What follows belongs to an exercise in optimizing a design on an open flow for a short achievable clock period and few clock cycles per item; a production flow would make more cautious choices. The clock input has no modelled driver; a real chip could not lean on it and would need a root buffer or a full tree. Power is estimated from default activity; no workload was simulated.

v6:
==> flow/design.v (excerpt) <==
module conv_requant_packer #(
  parameter int DATA_WIDTH = 8,
  parameter int ACC_WIDTH  = 32,
  parameter int BUS_WIDTH  = 128,
  parameter int ADDR_WIDTH = 18
) (
  input  logic                  clk,
  input  logic                  rst,
  input  logic                  start,
  input  logic [ADDR_WIDTH-1:0] cfg_base_addr,
  input  logic [15:0]           cfg_scale,
  input  logic [4:0]            cfg_shift,
  input  logic [1:0]            cfg_act_mode,
  input  logic [DATA_WIDTH-1:0] cfg_clip_max,
  output logic                  busy,
  output logic                  done,
  input  logic                  in_valid,
  output logic                  in_ready,
  input  logic [ACC_WIDTH-1:0]  in_acc,
  input  logic [ACC_WIDTH-1:0]  in_bias,
  input  logic                  in_last,
  output logic                  out_valid,
  input  logic                  out_ready,
  output logic [ADDR_WIDTH-1:0] out_addr,
  output logic [BUS_WIDTH-1:0]  out_data,
  output logic                  out_last,
  output logic [15:0]           sat_count
);
  localparam int PW = 48;                        
  localparam int NB = 9;                         
  function automatic logic [2*PW-1:0] csa(input logic [PW-1:0] a, input logic [PW-1:0] b,
                                          input logic [PW-1:0] c);
    logic [PW-1:0] s, cy;
    s   = a ^ b ^ c;
    cy  = ((a & b) | (a & c) | (b & c)) << 1;
    csa = {cy, s};
  endfunction
  function automatic logic [PW:0] ksadd(input logic [PW-1:0] a, input logic [PW-1:0] b,
  ...
Size: about 1200 flip-flops, about 290 I/O pins, roughly 0.058 sq mm of cells after synthesis.
==> flow/config.mk <==
export PLATFORM = sky130hd
export DESIGN_NAME = conv_requant_packer
export DESIGN_NICKNAME = conv_requant_packer
export VERILOG_FILES = /design/flow/design.v
export SDC_FILE = /design/flow/constraint.sdc
export NUM_CORES = 4
export LEC_CHECK = 0
export ABC_CLOCK_PERIOD_IN_PS = 1000
export CAP_MARGIN = 20
export CORE_MARGIN = 2
export CORE_UTILIZATION = 45
export SETUP_SLACK_MARGIN = 5
export SLEW_MARGIN = 20
export TNS_END_PERCENT = 20
==> flow/constraint.sdc <==
create_clock -name core_clock -period 7.5 [get_ports {clk}]
set_input_delay 1.5000 -clock core_clock [delete_from_list [all_inputs] [get_ports {clk}]]
set_output_delay 1.5000 -clock core_clock [all_outputs]
set_load 0.01 [all_outputs]
standard.sh (not shown) runs the stock make flow with config.mk's settings and CLKGATE_MAP_FILE= SYNTH_SCRIPT=/design/flow/synth_recipe.tcl, a recipe that flattens the netlist after the stock synthesis.
==> flow/flow/run.sh <==
#!/bin/bash
# Own flow: the standard layout (standard synthesis unchanged), with the
# clock tree step replaced by the shallow tree of flow/manual_cts.tcl.
set -euo pipefail
export PRE_CTS_TCL="$(pwd)/flow/manual_cts.tcl"
bash standard.sh > standard_flow.log 2>&1
Other scripts of this flow, unchanged in this note and not shown: flow/flow/manual_cts.tcl
#### Input delta (v7 over v6)
Settings: a deleted TNS_END_PERCENT that had been 20.
==> comparison <==
- | v7 | all stages done | FAIL | antenna rules |
- v7: global routing usage summed across all routing layers is 0.23 points higher than what v6 reported.
- As far as die area goes, v7 and v6 are indistinguishable; the numbers are identical.
- v6 → v7: wire length of the first global-routing pass rose about 1.1%; layout overhead on the synthesized area rose 0.22 points; power in sequential cells about even; register-to-register slack fell 0.04 ns.
- Summary of v7 over v6: number of placed I/O pins has remained practically unchanged, maximum fanout along the worst path has decreased.
Function was not checked in any run of this note: the RTL went through the layout flow alone. In every run of this note, the design's own scripts or RTL, not TritonCTS, make the clock network.

* * *

conv_requant_packer, a different RTL version from the one above (not shown whole).
For scale: ~290 I/O pins, ~0.059 sq mm of cells after synthesis.
clock: 7.5 ns
lec_check: 0
abc_clock_period_in_ps: 1000
cap_margin: 40
core_margin: 2
core_utilization: 45
setup_slack_margin: 5
slew_margin: 60
tns_end_percent: 20
==> flow/flow/manual_cts.tcl <==
# Hook sourced by ORFS's cts.tcl before clock tree synthesis (PRE_CTS_TCL).
# It replaces the clock_tree_synthesis command with a shallow, balanced tree:
# the clock port feeds four clkbuf_16 roots placed next to the port, each root
# feeds the leaf clkbuf_16 buffers of one quadrant, and each leaf drives an
# equal-count cluster of flip-flop clock pins (clusters cut by x, then by y),
# and each root drives the same number of leaves.
# Every register sees the same two buffer levels.

proc manual_clock_tree { args } {
  set nx 8
  set ny 6
  set db [ord::get_db]
  set block [ord::get_db_block]
  set clknet [$block findNet clk]
  set bufm [$db findMaster sky130_fd_sc_hd__clkbuf_16]

  set all {}
  foreach it [$clknet getITerms] {
    set b [[$it getInst] getBBox]
    lappend all [list $it [expr {([$b xMin] + [$b xMax]) / 2}] [expr {([$b yMin] + [$b yMax]) / 2}]]
  }
  set N [llength $all]
  puts "manual_clock_tree: $N sinks, $nx x $ny leaf clusters"

  set xs {}; set ys {}
  foreach e $all { lappend xs [lindex $e 1]; lappend ys [lindex $e 2] }
  set xmid [expr {([tcl::mathfunc::min {*}$xs] + [tcl::mathfunc::max {*}$xs]) / 2}]
  set ymid [expr {([tcl::mathfunc::min {*}$ys] + [tcl::mathfunc::max {*}$ys]) / 2}]

  # clock port location
  set px 0; set py 0
  foreach bt [$block getBTerms] {
    if {[$bt getName] eq "clk"} {
      set pb [$bt getBBox]
      set px [expr {([$pb xMin] + [$pb xMax]) / 2}]
      set py [expr {([$pb yMin] + [$pb yMax]) / 2}]
    }
  }

  # four roots
  set roots {}
  foreach q {0 1 2 3} {
    set rn [odb::dbNet_create $block clknet_root_$q]
    $rn setSigType CLOCK
    set r [odb::dbInst_create $block $bufm clkbuf_root_$q]
    [$r findITerm A] connect $clknet
    [$r findITerm X] connect $rn
    lappend roots [list $r $rn]
    set qsx($q) 0; set qsy($q) 0; set qn($q) 0
  }

  # equal-count clusters
  set all [lsort -integer -index 1 $all]
  set i 0
  for {set c 0} {$c < $nx} {incr c} {
    set col [lrange $all [expr {$c * $N / $nx}] [expr {($c + 1) * $N / $nx - 1}]]
    set col [lsort -integer -index 2 $col]
    set M [llength $col]
    for {set r 0} {$r < $ny} {incr r} {
      set grp [lrange $col [expr {$r * $M / $ny}] [expr {($r + 1) * $M / $ny - 1}]]
      set n [llength $grp]
      if {$n == 0} continue
      set sx 0; set sy 0
      foreach e $grp { set sx [expr {$sx + [lindex $e 1]}]; set sy [expr {$sy + [lindex $e 2]}] }
      set cx [expr {$sx / $n}]; set cy [expr {$sy / $n}]
      set q [expr {(2 * $c >= $nx ? 1 : 0) + (2 * $r >= $ny ? 2 : 0)}]
      set inst [odb::dbInst_create $block $bufm clkbuf_leaf_$i]
      $inst setLocation $cx $cy
      $inst setPlacementStatus PLACED
      set net [odb::dbNet_create $block clknet_leaf_$i]
      $net setSigType CLOCK
      [$inst findITerm A] connect [lindex [lindex $roots $q] 1]
      [$inst findITerm X] connect $net
      foreach e $grp { set it [lindex $e 0]; $it disconnect; $it connect $net }
      set qsx($q) [expr {$qsx($q) + $cx}]; set qsy($q) [expr {$qsy($q) + $cy}]; incr qn($q)
      incr i
    }
  }

  # each root sits next to the clock port, on the way to its leaves' centre
  foreach q {0 1 2 3} {
    set r [lindex [lindex $roots $q] 0]
    if {$qn($q) == 0} { set dx 0; set dy 0 } else {
      set dx [expr {double($qsx($q)) / $qn($q) - $px}]
      set dy [expr {double($qsy($q)) / $qn($q) - $py}]
    }
    set d [expr {sqrt($dx * $dx + $dy * $dy)}]
    set f [expr {$d > 0 ? min(1.0, 30000.0 / $d) : 0.0}]
    $r setLocation [expr {int($px + $f * $dx)}] [expr {int($py + $f * $dy)}]
    $r setPlacementStatus PLACED
    puts "manual_clock_tree: root $q drives $qn($q) leaves"
  }
  puts "manual_clock_tree: $i leaves"
  set_propagated_clock [all_clocks]
  detailed_placement
}

# Port buffers: placement leaves a small delay-type buffer on every port and
# later repair only swaps it within its footprint. Give every output port a
# buf_6 (kept as is from here on) and the flip-flop that feeds it a dfxtp_4;
# give every input port a buf_6.
proc size_port_buffers { } {
  set block [ord::get_db_block]
  set nout 0
  set nin 0
  foreach bt [$block getBTerms] {
    if {[$bt getName] eq "clk"} continue
    set net [$bt getNet]
    if {$net eq "NULL"} continue
    if {[$bt getIoType] eq "OUTPUT"} {
      foreach it [$net getITerms] {
        if {![$it isOutputSignal]} continue
        set buf [$it getInst]
        replace_cell [$buf getName] sky130_fd_sc_hd__buf_6
        set_dont_touch [$buf getName]
        incr nout
        foreach bit [$buf getITerms] {
          if {![$bit isInputSignal]} continue
          set inet [$bit getNet]
          if {$inet eq "NULL"} continue
          foreach dit [$inet getITerms] {
            if {![$dit isOutputSignal]} continue
            set d [$dit getInst]
            if {[string match sky130_fd_sc_hd__dfxtp_* [[$d getMaster] getName]]} {
              replace_cell [$d getName] sky130_fd_sc_hd__dfxtp_4
            }
          }
        }
      }
    } elseif {[$bt getIoType] eq "INPUT"} {
      foreach it [$net getITerms] {
        if {![$it isInputSignal]} continue
        set buf [$it getInst]
        if {[string match sky130_fd_sc_hd__*buf* [[$buf getMaster] getName]]} {
          replace_cell [$buf getName] sky130_fd_sc_hd__buf_6
          incr nin
        }
      }
    }
  }
  puts "size_port_buffers: $nout output and $nin input buffers"
}

rename clock_tree_synthesis orfs_clock_tree_synthesis
proc clock_tree_synthesis { args } {
  size_port_buffers
  manual_clock_tree {*}$args
}
Scripts as last shown in full above: flow/flow/run.sh
Change:
--- a/flow/flow/manual_cts.tcl
+++ b/flow/flow/manual_cts.tcl
@@ -96,53 +96,4 @@
 }
 
-# Port buffers: placement leaves a small delay-type buffer on every port and
-# later repair only swaps it within its footprint. Give every output port a
-# buf_6 (kept as is from here on) and the flip-flop that feeds it a dfxtp_4;
-# give every input port a buf_6.
-proc size_port_buffers { } {
-  set block [ord::get_db_block]
-  set nout 0
-  set nin 0
-  foreach bt [$block getBTerms] {
-    if {[$bt getName] eq "clk"} continue
-    set net [$bt getNet]
-    if {$net eq "NULL"} continue
-    if {[$bt getIoType] eq "OUTPUT"} {
-      foreach it [$net getITerms] {
-        if {![$it isOutputSignal]} continue
-        set buf [$it getInst]
-        replace_cell [$buf getName] sky130_fd_sc_hd__buf_6
-        set_dont_touch [$buf getName]
-        incr nout
-        foreach bit [$buf getITerms] {
-          if {![$bit isInputSignal]} continue
-          set inet [$bit getNet]
-          if {$inet eq "NULL"} continue
-          foreach dit [$inet getITerms] {
-            if {![$dit isOutputSignal]} continue
-            set d [$dit getInst]
-            if {[string match sky130_fd_sc_hd__dfxtp_* [[$d getMaster] getName]]} {
-              replace_cell [$d getName] sky130_fd_sc_hd__dfxtp_4
-            }
-          }
-        }
-      }
-    } elseif {[$bt getIoType] eq "INPUT"} {
-      foreach it [$net getITerms] {
-        if {![$it isInputSignal]} continue
-        set buf [$it getInst]
-        if {[string match sky130_fd_sc_hd__*buf* [[$buf getMaster] getName]]} {
-          replace_cell [$buf getName] sky130_fd_sc_hd__buf_6
-          incr nin
-        }
-      }
-    }
-  }
-  puts "size_port_buffers: $nout output and $nin input buffers"
-}
-
 rename clock_tree_synthesis orfs_clock_tree_synthesis
-proc clock_tree_synthesis { args } {
-  size_port_buffers
-  manual_clock_tree {*}$args
-}
+proc clock_tree_synthesis { args } { manual_clock_tree {*}$args }
- CAP_MARGIN: 40 -> 20
- SLEW_MARGIN: 60 -> 20
Result: The new run went through all stages and came out clean; total power stays flat; cell count is about the same; routed wire length hardly moves; area after synthesis stays the same; setup slack is worse by 0.10 ns; via count hardly moves; die area stays the same; flip-flop and latch count stays the same; worst hold slack stays flat.
Change:
--- a/flow/flow/manual_cts.tcl
+++ b/flow/flow/manual_cts.tcl
@@ -96,4 +96,53 @@
 }
 
+# Port buffers: placement leaves a small delay-type buffer on every port and
+# later repair only swaps it within its footprint. Give every output port a
+# buf_6 (kept as is from here on) and the flip-flop that feeds it a dfxtp_4;
+# give every input port a buf_6.
+proc size_port_buffers { } {
+  set block [ord::get_db_block]
+  set nout 0
+  set nin 0
+  foreach bt [$block getBTerms] {
+    if {[$bt getName] eq "clk"} continue
+    set net [$bt getNet]
+    if {$net eq "NULL"} continue
+    if {[$bt getIoType] eq "OUTPUT"} {
+      foreach it [$net getITerms] {
+        if {![$it isOutputSignal]} continue
+        set buf [$it getInst]
+        replace_cell [$buf getName] sky130_fd_sc_hd__buf_6
+        set_dont_touch [$buf getName]
+        incr nout
+        foreach bit [$buf getITerms] {
+          if {![$bit isInputSignal]} continue
+          set inet [$bit getNet]
+          if {$inet eq "NULL"} continue
+          foreach dit [$inet getITerms] {
+            if {![$dit isOutputSignal]} continue
+            set d [$dit getInst]
+            if {[string match sky130_fd_sc_hd__dfxtp_* [[$d getMaster] getName]]} {
+              replace_cell [$d getName] sky130_fd_sc_hd__dfxtp_4
+            }
+          }
+        }
+      }
+    } elseif {[$bt getIoType] eq "INPUT"} {
+      foreach it [$net getITerms] {
+        if {![$it isInputSignal]} continue
+        set buf [$it getInst]
+        if {[string match sky130_fd_sc_hd__*buf* [[$buf getMaster] getName]]} {
+          replace_cell [$buf getName] sky130_fd_sc_hd__buf_6
+          incr nin
+        }
+      }
+    }
+  }
+  puts "size_port_buffers: $nout output and $nin input buffers"
+}
+
 rename clock_tree_synthesis orfs_clock_tree_synthesis
-proc clock_tree_synthesis { args } { manual_clock_tree {*}$args }
+proc clock_tree_synthesis { args } {
+  size_port_buffers
+  manual_clock_tree {*}$args
+}
After rerunning: The new run ran to the end with no violations; setup slack barely changes; total power fell by about 0.4%; utilization goes up by 0.48 points; area after synthesis does not change; via count stays flat; clock power hardly moves; die area does not change.
Function was not checked in any run of this note: the RTL went through the layout flow alone. No run of this note takes its clock network from TritonCTS; it comes from the design's own scripts or RTL.

## static timing again, ports no longer ideal
No port has a modelled driver above. Below, the same layouts with a new extraction and two added sets of constraints. Step 1 assumes that a clkbuf_16 drives the clock port and a buf_2 every other input. Step 2 adds t to the input delays and takes it off the output delays; t is the mean of the earliest and latest rising clock arrival at the registers after step 1. Input paths then give back, and output paths get back, about the clock's delay inside the block. a / b / c = ideal ports / drivers / drivers and shift; a / b = the first two.
run | t, ns | setup WS [ns] | worst hold slack (ns) | pins driven straight from the clock port
v6 | 0.547 | 4.881 / 4.879 / 4.454 | 0.289 / 0.289 / 0.289 | 4
v7 | 0.551 | 4.841 / 4.841 / 4.478 | 0.317 / 0.317 / 0.317 | 4
the first run of note 2 | 0.553 | 4.948 / 4.921 / 4.405 | 0.293 / 0.293 / 0.293 | 4
the second run of note 2 | 0.551 | 4.846 / 4.788 / 4.368 | 0.292 / 0.292 / 0.292 | 4
the third run of note 2 | 0.550 | 4.846 / 4.865 / 4.315 | 0.290 / 0.290 / 0.290 | 4
The setup slack of the first run of note 2, which loses most, moves by -0.027 ns with the drivers and by -0.543 ns with both steps.
